This is an optimization exercise on Yosys and OpenROAD, whose aim is small area, not a production implementation.
The RTL was checked by simulation tests, not by an equivalence proof against the original design.

==> flow/design.v, too long to show whole: its modules and the start of the top module <==
// module dct_butterfly: 79 lines
// module dct_pair_buffer: 48 lines
// module dct_even_odd_mac: 1665 lines
// module dct_fa: 10 lines
// module dct_1d_top: 42 lines
module dct_1d_top (
	input  logic    clk,
	input  logic    rst,
	input  logic    in_valid,
	input  dct_types_pkg::sample_t in_sample,
	output logic         out_valid,
	output dct_ctrl_pkg::sample_idx_t  out_index,
	output dct_types_pkg::coef_t        out_coef
);
  // ...
==> flow/run.sh <==
#!/bin/bash
# synth_recipe.tcl (not shown) runs the flow's synth.tcl, then flattens the netlist and writes it again
# the make line also repeats each setting of config.mk as NAME=value (left out here)
make -C /OpenROAD-flow-scripts/flow DESIGN_CONFIG=/design/flow/config.mk WORK_HOME=/design/flow/orfs CLKGATE_MAP_FILE= SYNTH_SCRIPT=/design/flow/synth_recipe.tcl finish
==> flow/config.mk <==
export PLATFORM = sky130hd
export DESIGN_NAME = dct_1d_top
export DESIGN_NICKNAME = dct_1d_top
export VERILOG_FILES = /design/flow/design.v
export SDC_FILE = /design/flow/constraint.sdc
export NUM_CORES = 4
export LEC_CHECK = 0
export CAP_MARGIN = 20
export CORE_MARGIN = 2
export CORE_UTILIZATION = 40
export CTS_CLUSTER_DIAMETER = 70
export CTS_CLUSTER_SIZE = 25
export SLEW_MARGIN = 20
export SYNTH_HIERARCHICAL = 1
==> flow/constraint.sdc <==
create_clock -name core_clock -period 8.0 [get_ports {clk}]
set_input_delay 1.6000 -clock core_clock [delete_from_list [all_inputs] [get_ports {clk}]]
set_output_delay 1.6000 -clock core_clock [all_outputs]
set_load 0.01 [all_outputs]
==> run summary, run 1 <==
Seq_cells = 423
Pin count of the biggest net entering global routing = 71
Final setup vio count = 0
Cell breakdown of the critical path = fa_1, fa_1, fa_1, inv_1, fa_1, fa_1, fa_1, fa_1, fa_1, fa_1, fa_1, ha_1, ha_1, ha_1, ha_1, ha_1, fa_1, ha_1, fa_1
Met3 usage in global routing = 3.238%
RSZ-0062 raised after global routing = no
Global-route wire length before repair = 121800 um
Worst setup path startpoint = i_butterfly.pair_sum[4]$_DFF_P_
Crit path capture = i_mac.s_x4[15]$_DFFE_PP_
Run status = no timing/DRC/antenna violations
Slew at the pin closest to its max-slew limit = 1.149 ns
Cell class contributing the biggest share of worst-path delay = adder cells
Fraction of standard cell area in multi-input logic = 53.58%
Worst setup EP type = flip-flop
Combined area of the multi-input logic cells = 18850 um^2
Flip-flop count of the largest register after layout = 72
Number of cells traversed by the worst register-to-register path = 19
Final-layout clock buffer total = 37
Netlist area before placement = 32130 um^2
Clock slew at reported path FFs = 0.08 ns
Number of sinks on the clock net = 423
Avg WL per Cell = 23.77 um
CORE AREA = 79260 um^2
Remaining antenna violation count after routing = 0
Critical R2R Launch = i_butterfly.pair_sum[4]$_DFF_P_
Data required time at the worst endpoint = 8.31 ns
Proportion of cell area occupied by registers = 34.69%
Period Utilization, post-route = 94.79%
CTS tree = done
==> run 2: changes to the inputs <==
--- a/flow/config.mk
+++ b/flow/config.mk
@@ -8,7 +8,7 @@
 export CAP_MARGIN = 20
 export CORE_MARGIN = 2
 export CORE_UTILIZATION = 40
-export CTS_CLUSTER_DIAMETER = 70
-export CTS_CLUSTER_SIZE = 25
+export CTS_CLUSTER_DIAMETER = 60
+export CTS_CLUSTER_SIZE = 30
 export SLEW_MARGIN = 20
 export SYNTH_HIERARCHICAL = 1
==> run 2 against run 1 <==
Clock skew grew 0.0062 ns. Critical endpoint unchanged. Cell count grew 0.45%. Die area is the same. Fmax is essentially flat. Synthesized cell count is the same. Register-to-register slack is essentially flat. Critical path depth is the same. Utilization grew 0.33 points. Flip-flop and latch count is the same.
==> run summary, run 2 <==
Slew at the pin closest to its max-slew limit = 1.129 ns (-0.02019 ns)
Combined area of the multi-input logic cells = 18850 um^2 (unchanged)
Layout Nets = 2988
Die H = 287.4 um
Footprint of the flip-flops and latches = 12200 um^2
Sum of negative setup slack = 0 ns
Number of cells traversed by the worst register-to-register path = 19 (unchanged)
Global-route wire length before repair = 121700 um (about the same)
Port Buf Inserts = 50
Count of mapped cells out of synthesis = 2155
Overall routing resource usage = 19.79%
End-of-flow core utilization = 44.72%
Yosys warns = 10
Data arrival time of the critical path = 7.91 ns
Data required time at the worst endpoint = 8.33 ns (+0.02 ns)
Met3 routed WL = 5491 um
Number of failing hold endpoints at the final stage = 0
CTS tree = done
Pin count of the biggest net entering global routing = 71 (unchanged)
Number of rows created at floorplan = 103
Area after detailed placement = 33920 um^2
Minimum clock period after layout = 7.578 ns
DR pass1 iterations = 8
Most common library cell in the layout ignoring fill and taps = sky130_fd_sc_hd__fa_1
P&R area growth vs syn = 10.32%
Period Utilization, post-route = 94.73% (about the same)
Via count of the first global-routing pass = 19849
CTS Buf Count = 41
Antenna violations before repair = 6
Number of sinks on the clock net = 423 (unchanged)
Top layer in use = met5
Routed via count divided by cell count = 5.184
Estimated wirelength of the detail-placed design = 60580 um
Cell count after placement = 3239
Total DRC errors in the routed layout = 0
Worst setup EP type = flip-flop
Depth of the CTS H-tree = 2
Syn_area_per_cell = 14.91 um^2
Share of final-layout standard cells stronger than drive strength 1 = 8.477%
Final standard cell area without fillers = 35440 um^2
Clock slew at reported path FFs = 0.08 ns (about the same)
Final clock skew = 0.03415 ns
Met1 Wirelength = 33150 um
Most frequent cells in the layout = 591 x sky130_fd_sc_hd__fa_1, 368 x sky130_fd_sc_hd__edfxtp_1, 186 x sky130_fd_sc_hd__inv_1
Type of the worst min-delay path = flip-flop to flip-flop
Worst setup path category = flip-flop to flip-flop
Total length of routed met2 wires = 37360 um
Starting utilization of the core area = 40.53%
Register with the highest flop count = i_out.hold
Avg WL per Cell = 23.71 um (-0.26%)
Number of buffers inserted by post-CTS setup repair = 0
DRC marker count from the first detailed-route iteration = 1267
Worst Path Max Fanout = 5
Ports = 51
Width of the die = 287.4 um
CORE AREA = 79260 um^2 (unchanged)
Setup slack after placement = 0.3121 ns
Final setup vio count = 0 (unchanged)
Run status = no timing/DRC/antenna violations
Final-layout fill cell count = 7103
Total number of vias = 17189
Min setup slack post-route = 0.4219 ns
Worst hold path depth = 1
Flip-flop count of the largest register after layout = 72 (unchanged)
Number of slew-limit violations in the final report = 0
CTS Root Cell = sky130_fd_sc_hd__clkbuf_16
RSZ-0062 raised after global routing = no
Leftover overflow at the end of global routing = 0
Max capacitance violation total = 0
Detailed Route WL = 78620 um
Clock latency reported for the late side of the worst-skew pair = 0.60 ns
Achievable frequency = 132.0 MHz
Number of hold buffers added after cts = 0
Clock Tree Buf Depth = 3
Die ar. = 82600 um^2
Finished Layout Cells = 3316
Startpoint class of the critical path = flip-flop
Remaining antenna violation count after routing = 0 (unchanged)
Netlist area before placement = 32130 um^2 (unchanged)
Routability cong. = 0.9157
Max transition margin = 24.76%
## run 2: area by class of cell
type,instances,area share (%)
diodes,1,0.007061
well taps,1050,3.707
inverters,188,1.991
multi-input cells,1481,53.18
clock inverters,32,1.232
flip-flops and latches,423,34.43
clock buffers,44,3.047
repair buffers,97,2.408
## run 2: layer usage
metal	track usage, %	vias to the layer above
met5	0	-
met4	6.484	4
met3	4.571	110
met2	32.06	554
met1	26.37	9091
li1	-	7430
## run 2: repair_timing
action	4_1_cts	5_1_grt
endpoints found under the hold margin	0	0
setup endpoints to repair	0	1
resized for setup	0	1
## run 2: through the flow
stage	hold slack [ns]
after floorplan	0.4084
after global placement	0.4261
after detailed placement	0.4248
after CTS	0.4448
after global routing	0.4490
final	0.4387
## run 2: final timing paths
kind / startpoint / endpoint / slack, ns
max reg2reg: i_butterfly.pair_sum[4]$_DFF_P_ / i_mac.s_x4[15]$_DFFE_PP_ / 0.42
min reg2reg: i_butterfly.late$_DFF_PN0_ / i_butterfly.pair_valid$_DFF_PN0_ / 0.44
min in group asynchronous: rst / i_butterfly.idx[1]$_DFFE_PN0P_ / 1.54
max: i_butterfly.pair_sum[4]$_DFF_P_ / i_mac.s_x4[15]$_DFFE_PP_ / 0.42
max in group asynchronous: rst / i_butterfly.pair_valid$_DFF_PN0_ / 5.75
min: i_butterfly.late$_DFF_PN0_ / i_butterfly.pair_valid$_DFF_PN0_ / 0.44
## run 2: worst max-delay path, cell delays in order, from the launching register on
cell	delay (ns)
sky130_fd_sc_hd__dfxtp_1	0.51
sky130_fd_sc_hd__fa_1	0.50
sky130_fd_sc_hd__fa_1	0.47
sky130_fd_sc_hd__fa_1	0.60
sky130_fd_sc_hd__inv_1	0.06
sky130_fd_sc_hd__fa_1	0.40
sky130_fd_sc_hd__fa_1	0.47
sky130_fd_sc_hd__fa_1	0.48
sky130_fd_sc_hd__fa_1	0.46
sky130_fd_sc_hd__fa_1	0.47
sky130_fd_sc_hd__fa_1	0.46
sky130_fd_sc_hd__fa_1	0.47
sky130_fd_sc_hd__ha_1	0.20
sky130_fd_sc_hd__ha_1	0.18
sky130_fd_sc_hd__ha_1	0.19
sky130_fd_sc_hd__ha_1	0.18
sky130_fd_sc_hd__ha_1	0.19
sky130_fd_sc_hd__fa_1	0.39
sky130_fd_sc_hd__ha_1	0.21
sky130_fd_sc_hd__fa_1	0.42
==> run 3: changes to the inputs <==
--- a/flow/config.mk
+++ b/flow/config.mk
@@ -8,7 +8,7 @@
 export CAP_MARGIN = 20
 export CORE_MARGIN = 2
 export CORE_UTILIZATION = 40
-export CTS_CLUSTER_DIAMETER = 60
+export CTS_CLUSTER_DIAMETER = 80
 export CTS_CLUSTER_SIZE = 30
 export SLEW_MARGIN = 20
 export SYNTH_HIERARCHICAL = 1
==> run 3 against run 2 <==
Synthesized cell count stayed put. Sequential share of layout area rose by 0.38 points. Die area is the same. Critical path depth unchanged. Global-route usage fell by 0.18 points. Clock-buffer cell count decreased by 15. Hold slack gained 0.0058 ns. Clock skew increased by 0.017 ns. First-iteration DRC count grew 0.32%. Cell count down 0.63%. Still clean on timing, DRC and antenna.
==> run summary, run 3 <==
Run status = no timing/DRC/antenna violations
Most frequent cells in the layout = 591 x sky130_fd_sc_hd__fa_1, 368 x sky130_fd_sc_hd__edfxtp_1, 186 x sky130_fd_sc_hd__inv_1
Yosys warns = 10 (unchanged)
Worst setup path category = flip-flop to flip-flop
Routed via count divided by cell count = 5.186 (about the same)
Share of final-layout standard cells stronger than drive strength 1 = 7.624% (-0.85 points)
Period Utilization, post-route = 95.00% (+0.28 points)
Max transition margin = 23.24% (-1.5 points)
Worst setup path startpoint = i_butterfly.pair_sum[4]$_DFF_P_
Final setup vio count = 0 (unchanged)
Syn_area_per_cell = 14.91 um^2 (unchanged)
P&R area growth vs syn = 9.125%
Number of failing hold endpoints at the final stage = 0 (unchanged)
Overall routing resource usage = 19.60% (-0.18 points)
Hold Slack = 0.4445 ns (+0.005821 ns)
DRC marker count from the first detailed-route iteration = 1271 (+0.32%)
Total DRC errors in the routed layout = 0 (unchanged)
Total number of vias = 17087 (-0.59%)
Number of sinks on the clock net = 423 (unchanged)
Die H = 287.4 um (unchanged)
Leftover overflow at the end of global routing = 0 (unchanged)
Depth of the CTS H-tree = 1 (-1)
Clock latency reported for the late side of the worst-skew pair = 0.64 ns (+0.04 ns)
CORE AREA = 79260 um^2 (unchanged)
Detailed Route WL = 78260 um (-0.46%)
Worst setup EP type = flip-flop
Final clock skew = 0.05069 ns (+0.01654 ns)
Number of rows created at floorplan = 103 (unchanged)
Avg WL per Cell = 23.75 um (+0.18%)
Die ar. = 82600 um^2 (unchanged)
Routability cong. = 0.9157 (unchanged)
Slew at the pin closest to its max-slew limit = 1.151 ns (+0.02287 ns)
Final-layout fill cell count = 7119 (+0.23%)
Remaining antenna violation count after routing = 0 (unchanged)
Layout Nets = 2976 (-0.40%)
Max capacitance violation total = 0 (unchanged)
Minimum clock period after layout = 7.600 ns (+0.02215 ns)
Width of the die = 287.4 um (unchanged)
Ports = 51 (unchanged)
Critical R2R Launch = i_butterfly.pair_sum[4]$_DFF_P_
Startpoint class of the critical path = flip-flop
Data arrival time of the critical path = 7.96 ns (+0.05 ns)
Netlist area before placement = 32130 um^2 (unchanged)
Data required time at the worst endpoint = 8.36 ns (+0.03 ns)
Number of slew-limit violations in the final report = 0 (unchanged)
Antenna violations before repair = 5 (-1)
Startpoint of the worst hold path = i_mac.s_c2[4]$_DFFE_PP_
CTS Buf Count = 29 (-29%)
Most common library cell in the layout ignoring fill and taps = sky130_fd_sc_hd__fa_1
Clock slew at reported path FFs = 0.11 ns (+0.03 ns)
Type of the worst min-delay path = flip-flop to flip-flop
Achievable frequency = 131.6 MHz (-0.29%)
Estimated wirelength of the detail-placed design = 60580 um (unchanged)
CTS tree = done
CTS Root Cell = sky130_fd_sc_hd__clkbuf_16
Sum of negative setup slack = 0 ns (unchanged)
Starting utilization of the core area = 40.53% (unchanged)
RSZ-0062 raised after global routing = no
Port Buf Inserts = 50 (unchanged)
Register with the highest flop count = i_out.hold
Number of hold buffers added after cts = 0 (unchanged)
Flip-flop count of the largest register after layout = 72 (unchanged)
Pin count of the biggest net entering global routing = 71 (unchanged)
Via count of the first global-routing pass = 19653 (-0.99%)
Global-route wire length before repair = 121100 um (-0.52%)
Clock Tree Buf Depth = 3 (unchanged)
Worst Path Max Fanout = 5 (unchanged)
Count of mapped cells out of synthesis = 2155 (unchanged)
DR pass1 iterations = 8 (unchanged)
[run 3: timing repair]
action	CTS	global route
buffers inserted	0	0
endpoints found under the hold margin	0	0
resized for setup	0	1
endpoints found under the setup margin	0	1
[run 3: stage by stage]
step	instances	area [um^2]	utilization, %	setup WS, ns
after global placement	3239	33920	42.80	0.3059
final	3295	35060	44.23	0.3998
after CTS	3293	35050	44.22	0.2144
after detailed placement	3239	33920	42.80	0.3121
after global routing	3294	35050	44.23	0.1129
after floorplan	2176	32200	-	0.5879
[run 3: critical path: stages, from the launching register on]
cell and delay (ns):
sky130_fd_sc_hd__dfxtp_1 0.51, sky130_fd_sc_hd__fa_1 0.50, sky130_fd_sc_hd__fa_1 0.48, sky130_fd_sc_hd__fa_1 0.60, sky130_fd_sc_hd__inv_1 0.06, sky130_fd_sc_hd__fa_1 0.40, sky130_fd_sc_hd__fa_1 0.47, sky130_fd_sc_hd__fa_1 0.47
sky130_fd_sc_hd__fa_1 0.46, sky130_fd_sc_hd__fa_1 0.47, sky130_fd_sc_hd__fa_1 0.46, sky130_fd_sc_hd__fa_1 0.47, sky130_fd_sc_hd__ha_1 0.21, sky130_fd_sc_hd__ha_1 0.18, sky130_fd_sc_hd__ha_1 0.19, sky130_fd_sc_hd__ha_1 0.18
sky130_fd_sc_hd__ha_1 0.19, sky130_fd_sc_hd__fa_1 0.39, sky130_fd_sc_hd__ha_1 0.21, sky130_fd_sc_hd__fa_1 0.42
[run 3: area by class of cell]
cell class / count / area [um^2] / area share (%)
clock inverter: 25 / 404.1 / 1.153
multi-input combinational: 1481 / 18850 / 53.76
antenna: 2 / 5.005 / 0.01428
timing repair buffer: 97 / 853.3 / 2.434
inverter: 188 / 705.7 / 2.013
tap: 1050 / 1314 / 3.747
clock buffer: 29 / 725.7 / 2.070
sequential: 423 / 12200 / 34.81
[run 3: final timing paths]
path | endpoint | slack (ns) | depth (start not counted)
worst max-delay path | i_mac.s_x4[15]$_DFFE_PP_ | 0.40 | 19
worst min-delay path | i_out.hold[1][2]$_DFFE_PP_ | 0.44 | 0
worst max register to register | i_mac.s_x4[15]$_DFFE_PP_ | 0.40 | 19
worst min register to register | i_out.hold[1][2]$_DFFE_PP_ | 0.44 | 0
max in group asynchronous | i_butterfly.pair_valid$_DFF_PN0_ | 5.75 | 1
min in group asynchronous | i_butterfly.idx[1]$_DFFE_PN0P_ | 1.51 | 1
[run 3: per-layer routing]
layer	vias up	share of wire [%]	routed length, um	global-route usage [%]
met5	-	0.035	27	0
met4	4	3.2	2497	5.573
met1	9081	42	33180	26.24
met3	102	6.6	5137	4.222
met2	515	48	37410	32.27
li1	7385	-	-	-
==> run 4: changes to the inputs <==
--- a/flow/config.mk
+++ b/flow/config.mk
@@ -7,7 +7,7 @@
 export LEC_CHECK = 0
 export CAP_MARGIN = 20
 export CORE_MARGIN = 2
-export CORE_UTILIZATION = 40
+export CORE_UTILIZATION = 60
 export CTS_CLUSTER_DIAMETER = 80
 export CTS_CLUSTER_SIZE = 30
 export SLEW_MARGIN = 20
==> run 4 against run 3 <==
Sequential share of layout area increased by 0.39 points. Hold slack improved by 0.0085 ns. Non-clock buffer count is 3 lower. Final area fell by 1.1%. Cell count down 11%. Synthesized area did not move. Clock skew down 0.017 ns. Die area shrank 33%. Critical path depth is the same. Largest cell class unchanged.
==> run summary, run 4 <==
Starting utilization of the core area = 60.89% (+20 points)
Footprint of the flip-flops and latches = 12200 um^2 (about the same)
Routability cong. = 0.9924 (+8.4%)
Clock latency reported for the late side of the worst-skew pair = 0.64 ns (about the same)
Clock Tree Buf Depth = 3 (unchanged)
Estimated wirelength of the detail-placed design = 60330 um (-0.40%)
Ports = 51 (unchanged)
DRC marker count from the first detailed-route iteration = 1438 (+13%)
Min setup slack post-route = 0.3098 ns (-0.08999 ns)
Data required time at the worst endpoint = 8.36 ns (about the same)
Cts repair resizes = 0 (unchanged)
Diode insertion count for antenna repair = 0 (-2)
Width of the die = 235.4 um (-18%)
Clock slew at reported path FFs = 0.10 ns (about the same)
Most frequent cells in the layout = 591 x sky130_fd_sc_hd__fa_1, 368 x sky130_fd_sc_hd__edfxtp_1, 186 x sky130_fd_sc_hd__inv_1
Period Utilization, post-route = 96.13% (+1.1 points)
Final-layout fill cell count = 3857 (-46%)
Total DRC errors in the routed layout = 0 (unchanged)
Register with the highest flop count = i_out.hold
Global-route wire length before repair = 120100 um (-0.80%)
DR pass1 iterations = 7 (-1)
Combined area of the multi-input logic cells = 18850 um^2 (unchanged)
Number of hold buffers added after cts = 0 (unchanged)
Worst path slowest cell = sky130_fd_sc_hd__dfxtp_1
Worst setup path category = flip-flop to flip-flop
Detailed Route WL = 78000 um (-0.32%)
Syn_area_per_cell = 14.91 um^2 (unchanged)
Final setup vio count = 0 (unchanged)
Type of the worst min-delay path = flip-flop to flip-flop
Achievable frequency = 130.0 MHz (-1.2%)
Worst setup EP type = flip-flop
Overall routing resource usage = 29.38% (+9.8 points)
Data arrival time of the critical path = 8.05 ns (+0.09 ns)
CTS Root Cell = sky130_fd_sc_hd__clkbuf_16
Layout Nets = 2975 (-0.034%)
Remaining antenna violation count after routing = 0 (unchanged)
Sum of negative setup slack = 0 ns (unchanged)
Number of slew-limit violations in the final report = 0 (unchanged)
Total number of vias = 17270 (+1.1%)
Leftover overflow at the end of global routing = 0 (unchanged)
Minimum clock period after layout = 7.690 ns (+0.08999 ns)
Pin count of the biggest net entering global routing = 137 (+93%)
Yosys warns = 10 (unchanged)
Max capacitance violation total = 0 (unchanged)
P&R area growth vs syn = 7.918%
Routed via count divided by cell count = 5.890 (+14%)
Die H = 235.4 um (-18%)
Number of sinks on the clock net = 423 (unchanged)
Via count of the first global-routing pass = 19448 (-1.0%)
Die ar. = 55410 um^2 (-33%)
Worst Path Max Fanout = 7 (+2)
Cell breakdown of the critical path = fa_1, fa_1, fa_1, inv_1, fa_1, fa_1, fa_1, fa_1, fa_1, fa_1, fa_1, ha_1, ha_1, ha_1, ha_1, ha_1, fa_1, ha_1, fa_1
Final clock skew = 0.03377 ns (-0.01692 ns)
Number of rows created at floorplan = 84 (-18%)
CTS Buf Count = 31 (+6.9%)
Slew at the pin closest to its max-slew limit = 1.002 ns (-0.1497 ns)
Run status = no timing/DRC/antenna violations
Most used cell, CP = sky130_fd_sc_hd__fa_1
Largest incremental delay on the critical path = 0.60 ns (about the same)
CORE AREA = 52760 um^2 (-33%)
Share of final-layout standard cells stronger than drive strength 1 = 7.620% (about the same)
Number of buffers inserted by post-CTS setup repair = 0 (unchanged)
Max transition margin = 33.22% (+10 points)
Depth of the CTS H-tree = 1 (unchanged)
Flip-flop count of the largest register after layout = 72 (unchanged)
Setup slack after placement = 0.3026 ns (-0.009516 ns)
Count of mapped cells out of synthesis = 2155 (unchanged)
Most common library cell in the layout ignoring fill and taps = sky130_fd_sc_hd__fa_1
Number of failing hold endpoints at the final stage = 0 (unchanged)
Avg WL per Cell = 26.60 um (+12%)
Netlist area before placement = 32130 um^2 (unchanged)
CTS tree = done
Antenna violations before repair = 1 (-4)
Port Buf Inserts = 50 (unchanged)
Startpoint class of the critical path = flip-flop
RSZ-0062 raised after global routing = no
==> run 4: stage by stage <==
stage               hold WS [ns]  instance area (um^2)  std cells  util, %
floorplan                 0.4084                 32200       2176        -
global placement          0.4323                 33460       2874    63.42
detailed placement        0.4338                 33460       2874    63.42
CTS                       0.4552                 34670       2932    65.71
global route              0.4564                 34670       2932    65.71
finish                    0.4530                 34670       2932    65.71
==> run 4: final timing paths <==
path,from,to,slack [ns],depth (start not counted)
setup reg to reg,i_butterfly.pair_sum[5]$_DFF_P_,i_mac.s_x4[15]$_DFFE_PP_,0.31,19
hold reg to reg,i_mac.s_o5[5]$_DFFE_PP_,i_out.hold[2][3]$_DFFE_PP_,0.45,0
setup / recovery,i_butterfly.pair_sum[5]$_DFF_P_,i_mac.s_x4[15]$_DFFE_PP_,0.31,19
max in group asynchronous,rst,i_butterfly.pair_valid$_DFF_PN0_,5.93,1
min in group asynchronous,rst,i_butterfly.late$_DFF_PN0_,1.44,1
hold / removal,i_mac.s_o5[5]$_DFFE_PP_,i_out.hold[2][3]$_DFFE_PP_,0.45,0
==> run 4: final cells by class <==
| type | count | share of cell area, % |
|---|---|---|
| clock buffers | 31 | 2.238 |
| clock inverters | 27 | 1.256 |
| inverters | 188 | 2.035 |
| multi-input cells | 1481 | 54.36 |
| flip-flops and latches | 423 | 35.19 |
| well taps | 688 | 2.483 |
| repair buffers | 94 | 2.432 |
==> run 4: critical path, delay by kind of cell, from the launching register on <==
family	cells	cell delay (ns)
fa+ha+maj	18	6.78
buf+inv	1	0.07
flops	1	0.60
==> run 4: routing by layer <==
| metal | global-route usage [%] | vias to the layer above | part of all wire (%) |
|---|---|---|---|
| li1 | - | 7383 | - |
| met1 | 39.74 | 9175 | 40 |
| met2 | 49.23 | 595 | 50 |
| met3 | 5.441 | 117 | 6.5 |
| met4 | 8.628 | 0 | 3.4 |
| met5 | 0 | - | 0 |

## re-timing with driven ports
The flow's constraints put no driver on any port. The routed layouts listed below were extracted and timed again, unchanged, in two steps. Step 1, drivers: a clkbuf_16 drives clk and a buf_2 each remaining input, both assumed. Step 2 also shifts input and output timing later by t, the mid clock arrival at the registers, as if the neighbouring blocks saw the same clock. a / b / c = ideal / step 1 / step 2; a / b = the first two.
run	t, ns	setup slack, ns	hold WS [ns]	worst setup path after step 2	clock arrival spread, ns
run 1	0.633	0.417 / 0.417 / 0.417	0.447 / 0.447 / 0.447	register to register	0.029 / 0.029
run 2	0.646	0.422 / 0.422 / 0.422	0.439 / 0.439 / 0.439	register to register	0.039 / 0.038
run 3	0.678	0.400 / 0.400 / 0.400	0.444 / 0.444 / 0.444	register to register	0.051 / 0.051
run 4	0.685	0.310 / 0.310 / 0.310	0.453 / 0.453 / 0.453	register to register	0.036 / 0.035
After both steps setup and hold are still met in every run listed.
